This is an optimization exercise on Yosys and OpenROAD, whose aim is small area, a short achievable clock period and few clock cycles per item, not a production implementation. Where RTL was checked, it was by simulation tests only, not by an equivalence proof against the original.

Setup of the baseline:
Design joystick_axes_to_cursor_motion_unit, start of the top module:
module joystick_axes_to_cursor_motion_unit #(
    parameter int ADC_BITS = jac_pkg::ADC_BITS_DEF
) (
    input  logic                          clk,
    input  logic                          rst_n,
    input  logic                          s_axis_tvalid,
    output logic                          s_axis_tready,
    input  logic [((4*ADC_BITS+8)/8)*8-1:0] s_axis_tdata,
    output logic                          m_axis_tvalid,
    input  logic                          m_axis_tready,
    output logic [jac_pkg::OUT_W-1:0]     m_axis_tdata,
    input  logic                          cfg_we,
    input  logic [2:0]                    cfg_addr,
    input  logic [(ADC_BITS > 8 ? ADC_BITS : 8)-1:0] cfg_data
);
export LEC_CHECK = 0
export CAP_MARGIN = 20
export CORE_MARGIN = 2
export CORE_UTILIZATION = 55
export CTS_BUF_LIST = sky130_fd_sc_hd__clkbuf_8
export CTS_CLUSTER_SIZE = 40
export SETUP_SLACK_MARGIN = 5.0
export SLEW_MARGIN = 20
create_clock -name core_clock -period 8.0 [get_ports {clk}]
standard.sh (not shown) runs the stock make flow with config.mk's settings and CLKGATE_MAP_FILE= SYNTH_SCRIPT=/design/flow/synth_recipe.tcl, a recipe that flattens the netlist after the stock synthesis.
==> flow/flow/run.sh <==
#!/bin/bash
# Standard ORFS layout (the standard.sh, standard synthesis unchanged),
# except that the port buffers inserted before global placement are buf_2
# cells instead of the cell buffer_ports picks by default, and clock tree
# synthesis uses clkbuf_8 cells without dummy loads.
set -euo pipefail
export BUFFER_PORTS_ARGS="-buffer_cell sky130_fd_sc_hd__buf_2"
export CTS_ARGS="-sink_clustering_enable -repair_clock_nets -dont_use_dummy_load -buf_list sky130_fd_sc_hd__clkbuf_8 -sink_clustering_size 40"
bash standard.sh finish > standard_finish.log 2>&1
Changes in the candidate relative to the baseline:
diff --git a/flow/design.v b/flow/design.v
--- a/flow/design.v
+++ b/flow/design.v
@@ -616,38 +616,24 @@
             out_res_reg <= q_upd[0] ? {flag_reg, res_last ? lane_speed : spd3_reg, spd_reg[2],
                                        spd_reg[1], spd_reg[0]}
                                     : 36'd0;
     end
     always_ff @(posedge clk)
         if (res_last)
             spd3_reg <= lane_speed;
     always_comb
     begin
-        if (fed_reg[0])
-        begin
-            rsel = smp_reg[1];
-            osel = origin_reg[1];
-        end
-        else if (fed_reg[1])
-        begin
-            rsel = smp_reg[2];
-            osel = origin_reg[2];
-        end
-        else if (fed_reg[2])
-        begin
-            rsel = smp_reg[3];
-            osel = origin_reg[3];
-        end
-        else
-        begin
-            rsel = smp_reg[0];
-            osel = origin_reg[0];
-        end
+        rsel = ({10{fed_reg[0]}} & smp_reg[1]) | ({10{fed_reg[1]}} & smp_reg[2])
+             | ({10{fed_reg[2]}} & smp_reg[3])
+             | ({10{!fed_reg[0] && !fed_reg[1] && !fed_reg[2]}} & smp_reg[0]);
+        osel = ({10{fed_reg[0]}} & origin_reg[1]) | ({10{fed_reg[1]}} & origin_reg[2])
+             | ({10{fed_reg[2]}} & origin_reg[3])
+             | ({10{!fed_reg[0] && !fed_reg[1] && !fed_reg[2]}} & origin_reg[0]);
         use_port = !fed_reg[0] && !fed_reg[1] && !fed_reg[2] && !pend_reg;
         p_diff   = {1'b0, s_axis_tdata[ADC_BITS-1:0]} - {1'b0, origin_reg[0]};
         s_diff   = {1'b0, rsel} - {1'b0, osel};
         s_spn_n  = {1'b0, osel} - {1'b0, amin_reg};
         s_spn_p  = {1'b0, amax_reg} - {1'b0, osel};
     end
     always_ff @(posedge clk)
     begin
         u1_reg <= lane_uprod;
==> notes.md <==
- Looking at the candidate and the baseline, the area fraction in compound gates after synthesis is a wash.
- Netlist area before placement (the candidate vs. the baseline) decreases slightly
- Going from the baseline to the candidate, synthesized cell count lost 56, sum of net half-perimeters after detailed placement picked up an extra 0.43%, final critical-path share of the clock period picked up an extra 2.5 points, post-synthesis adder-cell area fraction picked up an extra 0.21 points, initial detailed-routing violation count picked up an extra 190.
- The candidate finished all stages; the layout is clean.
- Of the candidate and the baseline, it is the candidate that has the higher wire length.
- Compared with the baseline, the candidate has less setup slack.
- Between the candidate and the baseline, count of plain and timing-repair buffers is higher for the candidate, the baseline comes in under that.
Function was not checked in any run of this note: the RTL went through the layout flow alone.

========
joystick_axes_to_cursor_motion_unit, a different RTL version from the one above (not shown whole).
Size: about 650 flip-flops, about 36000 um^2 of cells after synthesis.
export LEC_CHECK = 0
export CAP_MARGIN = 20
export CORE_MARGIN = 2
export CORE_UTILIZATION = 55
export CTS_BUF_LIST = sky130_fd_sc_hd__clkbuf_8
export CTS_CLUSTER_SIZE = 40
export SETUP_SLACK_MARGIN = 5.0
export SLEW_MARGIN = 20
create_clock -name core_clock -period 8.0 [get_ports {clk}]
Scripts as last shown in full above: flow/flow/run.sh
Change:
--- a/flow/design.v
+++ b/flow/design.v
@@ -259,57 +259,67 @@
     logic [16:0] r7_ps, r7_pc;
     always_ff @(posedge clk)
     begin
         r7_neg <= r6_neg;
         r7_sat <= r6_sat || (f2_x >= 15'd12800);
         r7_ps  <= f2_s2;
         r7_pc  <= f2_c2 | {16'd0, f2_y[4:0] == 5'd0};
     end
     logic [16:0] g_p;
     logic [6:0]  g_s;
     logic [7:0]  g_pp [4];
-    logic [7:0]  g_s1, g_c1, g_s2, g_c2;
     always_comb
     begin
         g_p = r7_ps + r7_pc;
         g_s = g_p[16:10] | {7{r7_sat}};
         for (int i = 0; i < 4; i++)
         begin
             case ((i < 3) ? g_s[2*i +: 2] : {1'b0, g_s[6]})
                 2'd0: g_pp[i] = 8'd0;
                 2'd1: g_pp[i] = 8'(dv1 << (2 * i));
                 2'd2: g_pp[i] = 8'(dv1 << (2 * i + 1));
                 default: g_pp[i] = 8'(dv3 << (2 * i));
             endcase
         end
-        g_s1 = g_pp[0] ^ g_pp[1] ^ g_pp[2];
-        g_c1 = ((g_pp[0] & g_pp[1]) | (g_pp[0] & g_pp[2]) | (g_pp[1] & g_pp[2])) << 1;
-        g_s2 = g_s1 ^ g_c1 ^ g_pp[3];
-        g_c2 = ((g_s1 & g_c1) | (g_s1 & g_pp[3]) | (g_c1 & g_pp[3])) << 1;
     end
     logic [6:0] r8_s;
     logic       r8_neg;
-    logic [7:0] r8_us, r8_uc;
+    logic [7:0] r8_pp0;
+    logic [7:2] r8_pp1;
+    logic [7:4] r8_pp2;
+    logic [7:6] r8_pp3;
     always_ff @(posedge clk)
     begin
         r8_s   <= g_s;
         r8_neg <= r7_neg;
-        r8_us  <= g_s2;
-        r8_uc  <= g_c2;
+        r8_pp0 <= g_pp[0];
+        r8_pp1 <= g_pp[1][7:2];
+        r8_pp2 <= g_pp[2][7:4];
+        r8_pp3 <= g_pp[3][7:6];
     end
     assign sat_g = r7_sat;
+    logic [7:0] h_pp [4];
+    logic [7:0] h_s1, h_c1, h_s2, h_c2;
     always_comb
     begin
         speed = r8_neg ? 8'(-{1'b0, r8_s}) : {1'b0, r8_s};
         neg   = r8_neg;
-        uprod = r8_us + r8_uc;
+        h_pp[0] = r8_pp0;
+        h_pp[1] = {r8_pp1, 2'b0};
+        h_pp[2] = {r8_pp2, 4'b0};
+        h_pp[3] = {r8_pp3, 6'b0};
+        h_s1 = h_pp[0] ^ h_pp[1] ^ h_pp[2];
+        h_c1 = ((h_pp[0] & h_pp[1]) | (h_pp[0] & h_pp[2]) | (h_pp[1] & h_pp[2])) << 1;
+        h_s2 = h_s1 ^ h_c1 ^ h_pp[3];
+        h_c2 = ((h_s1 & h_c1) | (h_s1 & h_pp[3]) | (h_c1 & h_pp[3])) << 1;
+        uprod = h_s2 + h_c2;
     end
 endmodule
 import jac_pkg::*;
 module joystick_axes_to_cursor_motion_unit #(
     parameter int ADC_BITS = jac_pkg::ADC_BITS_DEF
 ) (
     input  logic                          clk,
     input  logic                          rst_n,
     input  logic                          s_axis_tvalid,
     output logic                          s_axis_tready,
     input  logic [((4*ADC_BITS+8)/8)*8-1:0] s_axis_tdata,
@@ -385,23 +395,23 @@
         .speed     (lane_speed),
         .neg       (lane_neg),
         .uprod     (lane_uprod),
         .sat_g     (lane_sat)
     );
     logic       in_fire, report;
     logic [6:0] ticks_inc;
     logic       out_take, out_load, feed_go, res_last;
     logic       cap_x, cap_y, cap_x2;
     logic       head_ok;
     logic [QD-1:0] q_v_next, q_upd_next, q_prs_next, q_kept;
-    logic       ivl_s, ivl_x, ivl_y, resolve, spec_keep, spec_drop, res_win;
+    logic       ivl_s, ivl_x, ivl_y, resolve, spec_keep, spec_drop, res_win, ivl_one;
     logic       ivl_wait_next, allow1_next, spec_next, spec_fed_next;
     logic       early_next, pend_next;
     logic [6:0] ticks_next, ivl_after;
     logic [FD-1:0] fed_next;
     logic       smp_free_next;
     logic [7:0] m_sel, m_mag;
     logic signed [7:0] vx;
     logic [6:0] ivl_new;
     always_comb
     begin
         in_fire   = s_axis_tvalid && rdy_reg;
@@ -415,24 +425,27 @@
         head_ok   = q_v[0] && (!q_upd[0] || res_done_reg || res_last);
         out_load  = head_ok && (!out_valid_reg || m_axis_tready);
         ivl_s   = fed_reg[LANE_LAT - 1] && lane_sat && nz127_reg && !dfix_reg;
         ivl_x   = cap_y && (u1_reg != 8'd0) && !early_reg;
         ivl_y   = cap_x2 && xz_reg && (u1_reg != 8'd0) && !early_reg;
         resolve = ivl_s || ivl_x || (cap_x2 && !early_reg);
         m_sel     = u1_reg;
         m_mag     = m_sel[7] ? 8'(-m_sel) : m_sel;
         ivl_new   = (m_mag >= 8'd100) ? 7'd1 : 7'(8'd100 - m_mag);
         ivl_after = ivl_s ? ivl127_reg : (ivl_x || ivl_y) ? ivl_new : interval_reg;
         vx        = n1_reg ? 8'(-u1_reg) : u1_reg;
-        spec_keep = resolve && spec_reg && (ivl_after == 7'd1);
-        spec_drop = resolve && spec_reg && (ivl_after != 7'd1);
+        ivl_one   = ivl_s ? (ivl127_reg == 7'd1)
+                  : (ivl_x || ivl_y) ? (u1_reg >= 8'd99 && u1_reg <= 8'd157)
+                  : (interval_reg == 7'd1);
+        spec_keep = resolve && spec_reg && ivl_one;
+        spec_drop = resolve && spec_reg && !ivl_one;
         res_win   = fed_reg[LANE_LAT - 1] || cap_y || cap_x2;
         feed_go   = (pend_reg || (in_fire && report)) && !(spec_reg && res_win)
                  && !fed_reg[0] && !fed_reg[1] && !fed_reg[2]
                  && (rb_cnt_reg == 2'd0
                      || (rb_cnt_reg == 2'd1 && q_upd[0] && (!out_valid_reg || m_axis_tready)));
         for (int i = 0; i < QD; i++)
         begin
             q_kept[i] = out_load ? ((i < QD - 1) ? q_v[(i + 1) % QD] : 1'b0) : q_v[i];
             if (q_kept[i])
             begin
                 q_upd_next[i] = out_load ? q_upd[(i + 1) % QD] : q_upd[i];
Outcome: Wire length decreases by 3.6%. First-iteration DRC count decreases by 0.90%. Critical path depth decreases by 12. Register-to-register slack gets better by 0.48 ns. Setup slack gets better by 0.46 ns.
Testbench counts after the change, summed over its fixed seeds: cycles 36,773, items 25,600.
Only the layout flow was run in the first run of this note; the RTL was not checked for function there.

========
== old ==
Another version of the RTL of joystick_axes_to_cursor_motion_unit (not shown whole).
Size: roughly 640 flip-flops, about 110 I/O pins, ~37000 um2 of cells after synthesis.
clock: 8.0 ns
lec_check: 0
cap_margin: 20
core_margin: 2
core_utilization: 55
cts_buf_list: sky130_fd_sc_hd__clkbuf_8
cts_cluster_size: 40
setup_slack_margin: 5.0
slew_margin: 20
Scripts as last shown in full above: flow/flow/run.sh
For new, these inputs were changed with respect to old:
--- a/flow/design.v
+++ b/flow/design.v
@@ -8,15 +8,15 @@
     localparam logic [7:0] MAX_SPEED_RESET = 8'd2;
     localparam logic [7:0] SPEED_DIV_RESET = 8'd20;
     localparam int LANE_LAT = 9;
 endpackage
 module jac_axis_lane (
     input  logic        clk,
-    input  logic [9:0]  delta,       
-    input  logic [10:0] span,        
     input  logic        sneg,        
+    input  logic [9:0]  dd,          
+    input  logic [10:0] span,        
     input  logic [7:0]  ms1,         
     input  logic [9:0]  ms3,         
     input  logic [7:0]  dv1,         
     input  logic [9:0]  dv3,         
     output logic [7:0] speed,
     output logic       neg,
@@ -63,27 +63,28 @@
             2'd0: msel = 10'd0;
             2'd1: msel = {2'b0, m1};
             2'd2: msel = {1'b0, m1, 1'b0};
             default: msel = m3;
         endcase
     endfunction
-    logic [10:0] b_cmp;
+    logic [11:0] b_cmp;
     always_comb
-        b_cmp = {1'b0, delta} - {1'b0, span[9:0]};
+        b_cmp = {2'b0, dd} + {1'b0, ~span} + {11'd0, sneg} + 12'd1;
     logic [16:0] rb_n;
     logic [9:0]  rb_sp;
     logic [11:0] rb_sp3;
     logic        rb_neg, rb_zero, rb_clamp;
     always_ff @(posedge clk)
     begin
-        rb_n     <= {1'b0, delta, 6'd0} + {2'b0, delta, 5'd0} + {5'b0, delta, 2'd0};
+        rb_n     <= {1'b0, dd, 6'd0} + {2'b0, dd, 5'd0} + {5'b0, dd, 2'd0}
+                  + (sneg ? 17'd100 : 17'd0);
         rb_sp    <= span[9:0];
         rb_sp3   <= {2'b0, span[9:0]} + {1'b0, span[9:0], 1'b0};
         rb_neg   <= sneg;
         rb_zero  <= span[10] || (span[9:0] == 10'd0);
-        rb_clamp <= !b_cmp[10];
+        rb_clamp <= b_cmp[11];
     end
     logic [13:0] d1_p;
     always_comb
         d1_p = pstep4(rb_n[16:5], rb_sp, rb_sp3);
     logic [14:0] r1_r;
     logic [9:0]  r1_sp;
@@ -335,17 +336,17 @@
     logic [9:0]  smp_reg [NUM_AXES];
     logic [7:0]  spd_reg [3];
     logic [7:0]  spd3_reg;
     logic [7:0]  u1_reg;             
     logic        n1_reg;             
     logic        xz_reg;             
-    logic [9:0]  dlt_reg;            
-    logic [10:0] spn_reg;            
     logic        sneg_reg;           
+    logic [9:0]  dd_reg;             
+    logic [10:0] spn_reg;            
     logic [9:0]  rsel, osel;
-    logic [10:0] p_diff, p_ndiff, s_diff, s_ndiff, s_spn_n, s_spn_p;
+    logic [10:0] p_diff, s_diff, s_spn_n, s_spn_p;
     logic        use_port;
     logic [3:0]  flag_reg;           
     logic [7:0]  lane_speed, lane_uprod;
     logic        lane_neg;
     logic [7:0]  dv1_reg;            
     logic [9:0]  dv3_reg, ms3_reg;   
@@ -366,15 +367,15 @@
     begin
         u127 = {dv1_reg[0], 7'd0} - dv1_reg;
         m127 = u127[7] ? 8'(-u127) : u127;
     end
     jac_axis_lane u_lane (
         .clk       (clk),
-        .delta     (dlt_reg),
-        .span      (spn_reg),
         .sneg      (sneg_reg),
+        .dd        (dd_reg),
+        .span      (spn_reg),
         .ms1       (max_speed_reg),
         .ms3       (ms3_reg),
         .dv1       (dv1_reg),
         .dv3       (dv3_reg),
         .speed     (lane_speed),
         .neg       (lane_neg),
@@ -611,54 +612,38 @@
     end
     always_ff @(posedge clk)
         if (res_last)
             spd3_reg <= lane_speed;
     always_comb
     begin
-        if (fed_reg[0])
-        begin
-            rsel = smp_reg[1];
-            osel = origin_reg[1];
-        end
-        else if (fed_reg[1])
-        begin
-            rsel = smp_reg[2];
-            osel = origin_reg[2];
-        end
-        else if (fed_reg[2])
-        begin
-            rsel = smp_reg[3];
-            osel = origin_reg[3];
-        end
-        else
-        begin
-            rsel = smp_reg[0];
-            osel = origin_reg[0];
-        end
+        rsel = ({10{fed_reg[0]}} & smp_reg[1]) | ({10{fed_reg[1]}} & smp_reg[2])
+             | ({10{fed_reg[2]}} & smp_reg[3])
+             | ({10{!fed_reg[0] && !fed_reg[1] && !fed_reg[2]}} & smp_reg[0]);
+        osel = ({10{fed_reg[0]}} & origin_reg[1]) | ({10{fed_reg[1]}} & origin_reg[2])
+             | ({10{fed_reg[2]}} & origin_reg[3])
+             | ({10{!fed_reg[0] && !fed_reg[1] && !fed_reg[2]}} & origin_reg[0]);
         use_port = !fed_reg[0] && !fed_reg[1] && !fed_reg[2] && !pend_reg;
         p_diff   = {1'b0, s_axis_tdata[ADC_BITS-1:0]} - {1'b0, origin_reg[0]};
-        p_ndiff  = {1'b0, origin_reg[0]} - {1'b0, s_axis_tdata[ADC_BITS-1:0]};
         s_diff   = {1'b0, rsel} - {1'b0, osel};
-        s_ndiff  = {1'b0, osel} - {1'b0, rsel};
         s_spn_n  = {1'b0, osel} - {1'b0, amin_reg};
         s_spn_p  = {1'b0, amax_reg} - {1'b0, osel};
     end
     always_ff @(posedge clk)
     begin
         u1_reg <= lane_uprod;
         n1_reg <= lane_neg;
         if (use_port)
         begin
             sneg_reg <= p_diff[10];
-            dlt_reg  <= p_diff[10] ? p_ndiff[9:0] : p_diff[9:0];
+            dd_reg   <= p_diff[9:0] ^ {10{p_diff[10]}};
             spn_reg  <= p_diff[10] ? s_spn_n : s_spn_p;
         end
         else
         begin
             sneg_reg <= s_diff[10];
-            dlt_reg  <= s_diff[10] ? s_ndiff[9:0] : s_diff[9:0];
+            dd_reg   <= s_diff[9:0] ^ {10{s_diff[10]}};
             spn_reg  <= s_diff[10] ? s_spn_n : s_spn_p;
         end
     end
     assign s_axis_tready = rdy_reg;
     assign m_axis_tvalid = out_valid_reg;
     assign m_axis_tdata  = {2'b00, out_upd_reg, out_prs_reg, out_res_reg};
Notes after the runs:
- Going from old to new, area fraction in compound gates after synthesis decreased by 1.2 points relative to the old numbers; number of antenna violations at the first check in global routing decreased by 2 relative to the old numbers; layout overhead on the synthesized area increased by 1.5 points relative to the old numbers; final area decreased by 0.32% relative to the old numbers.
- Compared with old, in new placed cell count went down by 3.0%, via count lower.
No run of this note included a check of the RTL's function; only the layout flow was run.

==> afterwards: timing with drivers on the ports <==
No port has a modelled driver above. Below, the same layouts with a new extraction and two added sets of constraints. Step 1 assumes that a clkbuf_16 drives the clock port and a buf_2 every other input. Step 2 moves the port delays by t, midway between the first and last clock arrival at a register: inputs arrive t later, outputs are due t later. That takes back most of the time a late clock gives input paths. Slacks: no drivers / after step 1 / after step 2; pairs: no drivers / after step 1.
run	t (ns)	setup WS [ns]	clock arrival spread, ns	worst data-port slew with drivers (ns)
the baseline	0.713	4.760 / 4.760 / 4.380	0.096 / 0.095	0.09
the candidate	0.728	4.557 / 4.557 / 3.882	0.100 / 0.100	0.12
the first run of note 2	0.743	4.543 / 4.543 / 4.521	0.092 / 0.092	0.14
the second run of note 2	0.721	5.003 / 4.944 / 4.388	0.107 / 0.107	0.06
old	0.742	4.023 / 4.023 / 3.580	0.101 / 0.102	0.04
new	0.727	4.575 / 4.575 / 3.931	0.090 / 0.090	0.07
After both steps setup and hold are still met in every run listed. The setup slack of the candidate, which loses most, moves by 0.000 ns with the drivers and by -0.675 ns with both steps.
